What follows belongs to an exercise in optimizing a design on an open flow for small area; a production flow would make more cautious choices. Only simulation tests tie the RTL to the original design; equivalence was not proved. Power figures rest on the tool's default switching activity, not on a simulated workload.

## build 30
==> flow/design.v (excerpt) <==
module msg_char_streamer (
  input  wire logic                   clk,
  input  wire logic                   reset,
  input  wire logic                   load_valid,
  output      logic                   load_ready,
  input  wire logic [msg_char_streamer_pkg::MSG_WIDTH-1:0]   load_msg,
  input  wire logic [msg_char_streamer_pkg::LEN_WIDTH-1:0]   load_length,
  input  wire logic [1:0]             load_label,
  output      logic                   char_valid,
  input  wire logic                   char_ready,
  output      logic [msg_char_streamer_pkg::CHAR_LENGTH-1:0] char_data,
  output      logic [msg_char_streamer_pkg::LEN_WIDTH-1:0]   char_index,
  output      logic                   char_first,
  output      logic                   char_last,
  output      logic [1:0]             char_label,
  output      logic                   done,
  output      logic [msg_char_streamer_pkg::LEN_WIDTH-1:0]   done_count,
  output      logic                   busy
);
Settings: LEC_CHECK=0, CAP_MARGIN=20, CORE_AREA=2 2 318 318, DIE_AREA=0 0 320 320, PLACE_DENSITY=0.7, SETUP_SLACK_MARGIN=0.1, SLEW_MARGIN=20, SYNTH_HIERARCHICAL=1; clock period 4.0 ns.
standard.sh (not shown) runs the stock make flow with config.mk's settings and CLKGATE_MAP_FILE= SYNTH_SCRIPT=/design/flow/synth_recipe.tcl, a recipe that flattens the netlist after the stock synthesis.
==> flow/flow/run.sh <==
#!/bin/bash
# Standard ORFS layout with three changes:
#  - the pins may sit on adjacent routing tracks (min distance 1 track), so
#    the 1326 ports fit on a smaller die;
#  - the port buffers use the smallest buffer (buf_1) instead of the
#    resizer's default choice;
#  - clock tree synthesis clusters up to 30 sinks per leaf buffer and adds
#    no dummy loads.
set -euo pipefail
bash standard.sh \
  'PLACE_PINS_ARGS=-min_distance 1 -min_distance_in_tracks' \
  'BUFFER_PORTS_ARGS=-buffer_cell sky130_fd_sc_hd__buf_1' \
  'CTS_ARGS=-sink_clustering_enable -repair_clock_nets -dont_use_dummy_load -sink_clustering_size 30 -sink_clustering_max_diameter 100' \
  finish > standard_flow.log 2>&1
Build 30 got as far as 5_1_grt, where a tool error ended the run.
## Diff of input files: build 93 against build 30
# build 30
export LEC_CHECK = 0
export CAP_MARGIN = 20
export CORE_AREA = 2 2 318 318
export DIE_AREA = 0 0 320 320
export PLACE_DENSITY = 0.7
export SETUP_SLACK_MARGIN = 0.1
export SLEW_MARGIN = 20
export SYNTH_HIERARCHICAL = 1
create_clock -name core_clock -period 4.0 [get_ports {clk}]
# build 93
export LEC_CHECK = 0
export CAP_MARGIN = 20
export CORE_AREA = 2 2 378 378
export DIE_AREA = 0 0 380 380
export SETUP_SLACK_MARGIN = 0.1
export SLEW_MARGIN = 20
export SYNTH_HIERARCHICAL = 1
create_clock -name core_clock -period 4.0 [get_ports {clk}]
==> flow/flow/run.sh <==
#!/bin/bash
# Standard ORFS layout with two changes:
#  - the port buffers use the smallest buffer (buf_1) instead of the
#    resizer's default choice;
#  - clock tree synthesis clusters up to 30 sinks per leaf buffer and adds
#    no dummy loads.
set -euo pipefail
bash standard.sh \
  'BUFFER_PORTS_ARGS=-buffer_cell sky130_fd_sc_hd__buf_1' \
  'CTS_ARGS=-sink_clustering_enable -repair_clock_nets -dont_use_dummy_load -sink_clustering_size 30 -sink_clustering_max_diameter 100' \
  finish > standard_flow.log 2>&1
Notes after the runs:
- Status for build 30 and build 93: clean finish in build 93 only
- Build 30: it failed with a tool error in 5_1_grt, so there are no final results.
- As far as synthesized cell count goes, build 93 and build 30 are indistinguishable; the numbers are identical.
- When the final numbers for build 30 and build 93 were put side by side, the die boundary width turned out to be greater in build 93.
- Comparing build 93 with build 30, the count of buffers from port buffering came out essentially unchanged.
- CTS buffer count is higher on build 93
- [build 93] instance count after placement with tap cells included rose 724 relative to build 30
- Compared with build 30, build 93 shows HPWL reported at the end of detailed placement that has gone up by more than 10%.
- Compared with build 30, build 93 shows a higher floorplan row count.
Setup changes, build 93 to build 42
# build 93
export LEC_CHECK = 0
export CAP_MARGIN = 20
export CORE_AREA = 2 2 378 378
export DIE_AREA = 0 0 380 380
export SETUP_SLACK_MARGIN = 0.1
export SLEW_MARGIN = 20
export SYNTH_HIERARCHICAL = 1
create_clock -name core_clock -period 4.0 [get_ports {clk}]
# build 42
export LEC_CHECK = 0
export CAP_MARGIN = 20
export CORE_AREA = 2 2 366 366
export DIE_AREA = 0 0 368 368
export SETUP_SLACK_MARGIN = 0.1
export SLEW_MARGIN = 20
export SYNTH_HIERARCHICAL = 1
create_clock -name core_clock -period 4.0 [get_ports {clk}]
Findings:
- From build 42 to build 93, setup TNS after final layout did not move at all.
- Combinational share of power is higher on build 93
- [compare] base=build 93 new=build 42: final cell count moved down, final cycle utilization of the critical path moved down, area of placed instances moved down, worst setup slack after placement moved up.
- Summary of build 42 over build 93: share of cell area taken by multi-input logic gates roughly the same, arrival time reported for the critical path endpoint lower.

-- afterwards: timing with drivers on the ports --
How much do the figures lean on ideal ports? The routed layouts below were timed once more, with nothing changed but the port constraints.
Step 1 sets driving cells, clkbuf_16 on the clock port and buf_2 on the other inputs (assumed; they add their load-dependent delay and slew).
Step 2 adds t to the input delays and takes it off the output delays; t is the mean of the earliest and latest rising clock arrival at the registers after step 1. Input paths then give back, and output paths get back, about the clock's delay inside the block.
Slacks: ideal / step 1 / step 2; pairs: ideal / step 1.
run | t, ns | slack for setup (ns) | clock arrival spread, ns | worst data-port slew with drivers (ns)
build 93 | 0.750 | 0.110 / 0.110 / 0.110 | 0.093 / 0.094 | 0.32
build 42 | 0.734 | 0.203 / 0.134 / 0.203 | 0.086 / 0.085 | 0.36
After both steps every run listed still meets setup and hold.
